This design comes from an exercise in tuning for small area, a short achievable clock period and few clock cycles per item on the open sky130 flow, not from production work.
Where RTL was checked, it was by simulation tests only, not by an equivalence proof against the original.
Power is estimated from default activity; no workload was simulated.

==> 05-02 <==
==> flow/design.v <==
package second_pipe_pkg;
    typedef enum logic [5-1:0] {
        op_none = 5'd0,
        op_add  = 5'd1,
        op_addu = 5'd2,
        op_sub  = 5'd3,
        op_subu = 5'd4,
        op_slt  = 5'd5,
        op_sltu = 5'd6,
        op_and  = 5'd7,
        op_or   = 5'd8,
        op_xor  = 5'd9,
        op_nor  = 5'd10,
        op_sll  = 5'd11,
        op_srl  = 5'd12,
        op_sra  = 5'd13,
        op_lui  = 5'd14
    } alu_op_t;
    typedef struct packed {
        alu_op_t                op;
        logic [32-1:0]     a;
        logic [32-1:0]     b;
        logic                   wr_en;
        logic [5-1:0] wr_addr;
        logic [14-1:0]      exc;
    } dec_t;
    typedef struct packed {
        logic                   wr_en;
        logic [5-1:0] wr_addr;
        logic [32-1:0]     wr_data;
        logic [14-1:0]      exc;
    } res_t;
endpackage
module issue_capture (
    input  logic clk,
    input  logic reset,
    input  logic in_req,
    output logic in_ack,
    input  logic out_req,
    input  logic out_ack,
    output logic take
);
    assign take = in_req && !in_ack && !out_req && !out_ack;
    always_ff @(posedge clk) begin
        if (reset) in_ack <= 1'b0;
        else       in_ack <= in_req && (in_ack || take);
    end
endmodule
module alu_execute (
    input  logic [32-1:0]     instr,
    input  logic [1:0]             pc_lo,
    input  logic [32-1:0]     rs_val,
    input  logic [32-1:0]     rt_val,
    input  logic [14-1:0]      exc_in,
    input  logic                   is_nop,
    output logic                   wr_ok,
    output logic [5-1:0] wr_addr,
    output logic [32-1:0]     wr_data,
    output logic [14-1:0]      exc
);
    logic [5:0]  opcode;
    logic [5:0]  funct;
    logic        rtype;
    logic        itype;
    logic        legal;
    logic        sub;
    logic        ov_op;
    logic        uns;
    logic [1:0]  lop;
    logic        lui;
    logic [31:0] b;
    logic [31:0] bx;
    logic [32:0] sum;
    logic        ovf;
    logic        lt;
    logic [31:0] lres;
    logic [4:0]  sh;
    logic        sh_left;
    logic        fill;
    logic [31:0] sh_in;
    logic [31:0] sh_out;
    logic [31:0] sh_res;
    assign opcode = instr[31:26];
    assign funct  = instr[5:0];
    assign rtype  = (opcode == 6'b000000);
    assign itype  = (opcode[5:3] == 3'b001);
    assign legal = rtype ? ((funct[5:3] == 3'b100) ||
                            (funct[5:1] == 5'b10101) ||
                            (funct[5:3] == 3'b000 && funct[1:0] != 2'b01))
                         : itype;
    logic ri;
    assign ri = !opcode[3];
    assign b = ri ? rt_val :
               {{16{instr[15] & ~opcode[2]}}, instr[15:0]};
    assign sub = ri ? (funct[1] & ~funct[2]) : (opcode[1] & ~opcode[2]);
    assign bx  = b ^ {32{sub}};
    logic [31:0] ap;
    logic [31:0] ag;
    logic [31:0] sp [0:5];
    logic [31:0] sg [0:5];
    logic [32:0] cy;
    assign ap = rs_val ^ bx;
    assign ag = rs_val & bx;
    assign sp[0] = ap;
    assign sg[0] = ag;
    always_comb begin
        for (int k = 0; k < 5; k++) begin
            for (int i = 0; i < 32; i++) begin
                if (i[k]) begin
                    sg[k+1][i] = sg[k][i] | (sp[k][i] & sg[k][((i >> k) << k) - 1]);
                    sp[k+1][i] = sp[k][i] & sp[k][((i >> k) << k) - 1];
                end else begin
                    sg[k+1][i] = sg[k][i];
                    sp[k+1][i] = sp[k][i];
                end
            end
        end
    end
    assign cy[0] = sub;
    always_comb begin
        for (int i = 0; i < 32; i++) cy[i+1] = sg[5][i] | (sp[5][i] & sub);
    end
    assign sum = {cy[32], ap ^ cy[31:0]};
    assign ov_op = rtype ? (funct[5:2] == 4'b1000 && !funct[0])
                         : (opcode == 6'b001000);
    assign ovf   = (rs_val[31] == bx[31]) && (sum[31] != rs_val[31]);
    assign uns = ri ? funct[0] : opcode[0];
    assign lt  = !sum[32] ^ (!uns & (rs_val[31] ^ b[31]));
    logic [31:0] p;
    logic [31:0] g;
    logic [31:0] lui_v;
    assign p     = rs_val ^ bx;
    assign g     = rs_val & bx;
    assign lop   = ri ? funct[1:0] : opcode[1:0];
    assign lui   = !ri;
    assign lui_v = {instr[15:0], 16'h0000};
    always_comb begin
        case (lop)
            2'b00:   lres = g;
            2'b01:   lres = p | g;
            2'b10:   lres = p;
            default: lres = lui ? lui_v : ~(p | g);
        endcase
    end
    assign sh      = funct[2] ? rs_val[4:0] : instr[10:6];
    assign sh_left = !funct[1];
    assign fill    = funct[0] & rt_val[31];
    always_comb begin
        for (int i = 0; i < 32; i++) sh_in[i] = sh_left ? rt_val[31-i] : rt_val[i];
    end
    assign sh_out = $unsigned($signed({fill, sh_in}) >>> sh);
    always_comb begin
        for (int i = 0; i < 32; i++) sh_res[i] = sh_left ? sh_out[31-i] : sh_out[i];
    end
    logic sel_sh;
    logic sel_lt;
    logic sel_log;
    logic sel_sum;
    assign sel_sh  = ri & ~funct[5];
    assign sel_lt  = ri ? (funct[5] & funct[3]) : (~opcode[2] & opcode[1]);
    assign sel_log = ri ? (funct[5] & ~funct[3] & funct[2]) : opcode[2];
    assign sel_sum = ri ? (funct[5] & ~funct[3] & ~funct[2]) : (~opcode[2] & ~opcode[1]);
    assign wr_data = ({32{sel_sh}} & sh_res) | ({32{sel_log}} & lres) |
                     ({32{sel_sum}} & sum[31:0]) | {31'd0, sel_lt & lt};
    assign wr_addr = ri ? instr[15:11] : instr[20:16];
    assign wr_ok   = legal && !is_nop;
    always_comb begin
        exc = exc_in;
        if (ov_op && ovf && !is_nop)  exc[1] = 1'b1;
        if (!legal && !is_nop)        exc[2] = 1'b1;
        if (pc_lo != 2'b00)           exc[6] = 1'b1;
    end
endmodule
module result_handshake (
    input  logic clk,
    input  logic reset,
    input  logic take,
    output logic out_req,
    input  logic out_ack
);
    always_ff @(posedge clk) begin
        if (reset) out_req <= 1'b0;
        else       out_req <= take || (out_req && !out_ack);
    end
endmodule
module second_pipe_top (
    input  logic                   clk,
    input  logic                   reset,
    input  logic                   in_req,
    output logic                   in_ack,
    input  logic [32-1:0]     instr,
    input  logic [32-1:0]     pc,
    input  logic [32-1:0]     rs_val,
    input  logic [32-1:0]     rt_val,
    input  logic [14-1:0]      exc_in,
    input  logic                   is_nop,
    output logic                   out_req,
    input  logic                   out_ack,
    output logic                   wr_en,
    output logic [5-1:0] wr_addr,
    output logic [32-1:0]     wr_data,
    output logic [14-1:0]      exc_out
);
    logic                   x_wr_ok;
    logic [5-1:0] x_wr_addr;
    logic [32-1:0]     x_wr_data;
    logic [14-1:0]      x_exc;
    logic                   take;
    logic                   wr_ok_q;
    alu_execute u_execute (
        .instr(instr), .pc_lo(pc[1:0]), .rs_val(rs_val), .rt_val(rt_val),
        .exc_in(exc_in), .is_nop(is_nop),
        .wr_ok(x_wr_ok), .wr_addr(x_wr_addr), .wr_data(x_wr_data), .exc(x_exc)
    );
    issue_capture u_capture (
        .clk(clk), .reset(reset), .in_req(in_req), .in_ack(in_ack),
        .out_req(out_req), .out_ack(out_ack), .take(take)
    );
    result_handshake u_result (
        .clk(clk), .reset(reset), .take(take),
        .out_req(out_req), .out_ack(out_ack)
    );
    always_ff @(posedge clk) begin
        if (!out_req) begin
            wr_ok_q <= x_wr_ok;
            wr_addr <= x_wr_addr;
            wr_data <= x_wr_data;
            exc_out <= x_exc;
        end
    end
    assign wr_en = wr_ok_q && (exc_out == '0);
endmodule
==> flow/flow/run.sh <==
#!/bin/bash
# The standard layout (standard.sh, ORFS make), with plain buffers on
# the ports instead of the delay cells buffer_ports picks by default.
# Each ORFS step logs to its own file under orfs/logs; make's output goes
# to make.log and the DEF export's to write_def.log.
set -euo pipefail
export BUFFER_PORTS_ARGS="-buffer_cell sky130_fd_sc_hd__buf_2"
export ADDER_MAP_FILE=
bash standard.sh > make.log 2>&1
==> flow/standard.sh <==
#!/bin/bash
# synth_recipe.tcl (not shown) runs the flow's synth.tcl, then flattens the netlist and writes it again
# the make line also repeats each setting of config.mk as NAME=value (left out here)
make -C /OpenROAD-flow-scripts/flow DESIGN_CONFIG=/design/flow/config.mk WORK_HOME=/design/flow/orfs CLKGATE_MAP_FILE= SYNTH_SCRIPT=/design/flow/synth_recipe.tcl "${@:-finish}"
==> flow/config.mk <==
export PLATFORM = sky130hd
export DESIGN_NAME = second_pipe_top
export DESIGN_NICKNAME = second_pipe_top
export VERILOG_FILES = /design/flow/design.v
export SDC_FILE = /design/flow/constraint.sdc
export NUM_CORES = 4
export LEC_CHECK = 0
export ABC_AREA = 1
export CAP_MARGIN = 20
export CORE_MARGIN = 2
export CORE_UTILIZATION = 40
export SETUP_SLACK_MARGIN = 1.7
export SLEW_MARGIN = 20
export TNS_END_PERCENT = 10
==> flow/constraint.sdc <==
create_clock -name core_clock -period 5.0 [get_ports {clk}]
set_input_delay 1.0000 -clock core_clock [delete_from_list [all_inputs] [get_ports {clk}]]
set_output_delay 1.0000 -clock core_clock [all_outputs]
set_load 0.01 [all_outputs]
==> inputs of 03-24, as changes to 05-02 <==
--- a/flow/design.v
+++ b/flow/design.v
@@ -101,6 +101,8 @@
     logic [32:0] cy;
-    assign ap = rs_val ^ bx;
-    assign ag = rs_val & bx;
+    logic [31:0] t;
+    assign t  = rs_val ^ b;
+    assign ap = t ^ {32{sub}};
+    assign ag = rs_val & (sub ? ~b : b);
     assign sp[0] = ap;
-    assign sg[0] = ag;
+    assign sg[0] = {ag[31:1], ag[0] | (ap[0] & sub)};
     always_comb begin
@@ -120,3 +122,3 @@
     always_comb begin
-        for (int i = 0; i < 32; i++) cy[i+1] = sg[5][i] | (sp[5][i] & sub);
+        for (int i = 0; i < 32; i++) cy[i+1] = sg[5][i];
     end
@@ -128,7 +130,3 @@
     assign lt  = !sum[32] ^ (!uns & (rs_val[31] ^ b[31]));
-    logic [31:0] p;
-    logic [31:0] g;
     logic [31:0] lui_v;
-    assign p     = rs_val ^ bx;
-    assign g     = rs_val & bx;
     assign lop   = ri ? funct[1:0] : opcode[1:0];
@@ -138,6 +136,6 @@
         case (lop)
-            2'b00:   lres = g;
-            2'b01:   lres = p | g;
-            2'b10:   lres = p;
-            default: lres = lui ? lui_v : ~(p | g);
+            2'b00:   lres = ag;
+            2'b01:   lres = ap | ag;
+            2'b10:   lres = ap;
+            default: lres = lui ? lui_v : ~(ap | ag);
         endcase
==> flow/flow/run.sh (replaced) <==
#!/bin/bash
# Layout flow: the standard layout (standard.sh, the ORFS make targets),
# with three changes to how the layout is made:
#  - synthesis is synth_recipe.tcl itself, run through flow/synth_abc.tcl,
#    which only swaps the ABC mapping script for flow/abc_map.script;
#  - no adder cells are pre-mapped (ADDER_MAP_FILE empty), so ABC maps the
#    adder with the rest of the logic;
#  - the port buffers are sky130_fd_sc_hd__buf_1 instead of the delay cells
#    buffer_ports picks by default.
# The SDC, clock period, constraints and every other setting are the standard flow's.
# Each ORFS step writes its full log under orfs/logs/; make's own output goes
# to make.log.
set -euo pipefail
here=$(pwd)
export FLOW_SYNTH_TCL="$here/synth_recipe.tcl"
export MY_ABC_SCRIPT="$here/flow/abc_map.script"
export BUFFER_PORTS_ARGS="-buffer_cell sky130_fd_sc_hd__buf_1"
export ADDER_MAP_FILE=
sed "s#SYNTH_SCRIPT=[^ ]*#SYNTH_SCRIPT=$here/flow/synth_abc.tcl#" standard.sh > standard_abc.sh
grep -q "SYNTH_SCRIPT=$here/flow/synth_abc.tcl" standard_abc.sh
bash standard_abc.sh > make.log 2>&1
==> flow/flow/abc_map.script (new file) <==
strash
balance
rewrite
refactor
balance
rewrite
rewrite -z
balance
refactor -z
rewrite -z
balance
balance
rewrite
refactor
balance
rewrite
rewrite -z
balance
refactor -z
rewrite -z
balance
dch
map -B 0.9
topo
stime -c
buffer -c
upsize -c
dnsize -c
==> flow/flow/synth_abc.tcl (new file) <==
# The standard flow's synthesis script, with the ABC mapping script replaced
proc abc {args} {
  set i [lsearch -exact $args -script]
  if { $i >= 0 } { lset args [expr {$i + 1}] $::env(MY_ABC_SCRIPT) }
  yosys abc {*}$args
}
source $::env(FLOW_SYNTH_TCL)
Settings changed: TNS_END_PERCENT 10 to unset.
==> inputs of 08-01, as changes to 05-02 <==
--- a/flow/design.v
+++ b/flow/design.v
@@ -96,29 +96,5 @@
     assign bx  = b ^ {32{sub}};
-    logic [31:0] ap;
-    logic [31:0] ag;
-    logic [31:0] sp [0:5];
-    logic [31:0] sg [0:5];
-    logic [32:0] cy;
-    assign ap = rs_val ^ bx;
-    assign ag = rs_val & bx;
-    assign sp[0] = ap;
-    assign sg[0] = ag;
-    always_comb begin
-        for (int k = 0; k < 5; k++) begin
-            for (int i = 0; i < 32; i++) begin
-                if (i[k]) begin
-                    sg[k+1][i] = sg[k][i] | (sp[k][i] & sg[k][((i >> k) << k) - 1]);
-                    sp[k+1][i] = sp[k][i] & sp[k][((i >> k) << k) - 1];
-                end else begin
-                    sg[k+1][i] = sg[k][i];
-                    sp[k+1][i] = sp[k][i];
-                end
-            end
-        end
-    end
-    assign cy[0] = sub;
-    always_comb begin
-        for (int i = 0; i < 32; i++) cy[i+1] = sg[5][i] | (sp[5][i] & sub);
-    end
-    assign sum = {cy[32], ap ^ cy[31:0]};
+    logic [33:0] sum_c;
+    assign sum_c = {1'b0, rs_val, 1'b1} + {1'b0, bx, sub};
+    assign sum   = sum_c[33:1];
     assign ov_op = rtype ? (funct[5:2] == 4'b1000 && !funct[0])
@@ -127,3 +103,4 @@
     assign uns = ri ? funct[0] : opcode[0];
-    assign lt  = !sum[32] ^ (!uns & (rs_val[31] ^ b[31]));
+    assign lt  = uns ? !sum[32] :
+                 ((rs_val[31] != b[31]) ? rs_val[31] : sum[31]);
     logic [31:0] p;
==> flow/run.sh (new file) <==
#!/bin/bash
# synth_recipe.tcl (not shown) runs the flow's synth.tcl, then flattens the netlist and writes it again
# the make line also repeats each setting of config.mk as NAME=value (left out here)
make -C /OpenROAD-flow-scripts/flow DESIGN_CONFIG=/design/flow/config.mk WORK_HOME=/design/flow/orfs CLKGATE_MAP_FILE= SYNTH_SCRIPT=/design/flow/synth_recipe.tcl finish
Settings changed: ABC_AREA 1 to unset, SETUP_SLACK_MARGIN 1.7 to 1.0, TNS_END_PERCENT 10 to unset.
removed: flow/flow/run.sh
removed: flow/standard.sh
==> notes <==
The highest global-route usage belongs to 08-01, the lowest to 03-24.
The lowest core utilization belongs to 03-24, the highest to 08-01.
Critical path depth: 03-24 < 08-01 < 05-02.
Clock skew: 05-02 is lower than 08-01 (0.0043 ns).
Power, lowest first: 03-24, 05-02, 08-01.
==> figures <==
metric	05-02	08-01	03-24
Mean post-synth cell area	5.404 um2	8.054 um2	5.733 um2
Number of cells upsized or downsized after cts	66	114	31
Unique masters post-synth	48	74	54
Routed length per placed instance	19.05 um	25.93 um	18.01 um
Synthesis warning total	6	4	6
Total placed instance area	9742 um2	11610 um2	8688 um2
Outcome	timing/DRC/antenna clean	timing/DRC/antenna clean	timing/DRC/antenna clean
CP max FO	11	6	25
Starting utilization of the core area	40.56%	40.71%	40.86%
Tap Cells	280	280	265
Non-CTS buffers	213	316	223
Post-synthesis mux area share	0.4551%	18.07%	0.7553%
Testbench counts of 08-01, summed over its fixed seeds: cycles 19,985, items 8,000.
The RTL of 05-02 and 03-24 was laid out without a check of its function.

afterwards: timing with drivers on the ports:
The flow's constraints put no driver on any port. The routed layouts listed below were extracted and timed again, unchanged, in two steps.
Step 1 sets driving cells, clkbuf_16 on the clock port and buf_2 on the other inputs (assumed; they add their load-dependent delay and slew).
Step 2 also shifts input and output timing later by t, the mid clock arrival at the registers, as if the neighbouring blocks saw the same clock.
Three values: ideal ports, drivers, drivers and shift; two values: the first two.
| run | shift t [ns] | setup slack, ns | worst hold slack (ns) | worst slew at a driven data input, ns |
|---|---|---|---|---|
| 05-02 | 0.356 | 1.674 / 1.550 / 1.194 | 0.532 / 0.532 / 0.532 | 0.20 |
| 03-24 | 0.349 | 1.738 / 1.748 / 1.399 | 0.533 / 0.533 / 0.533 | 0.08 |
| 08-01 | 0.335 | 0.940 / 0.934 / 0.599 | 0.515 / 0.515 / 0.515 | 0.07 |
After both steps setup and hold are still met in every run listed. The setup slack of 05-02, which loses most, moves by -0.124 ns with the drivers and by -0.480 ns with both steps.
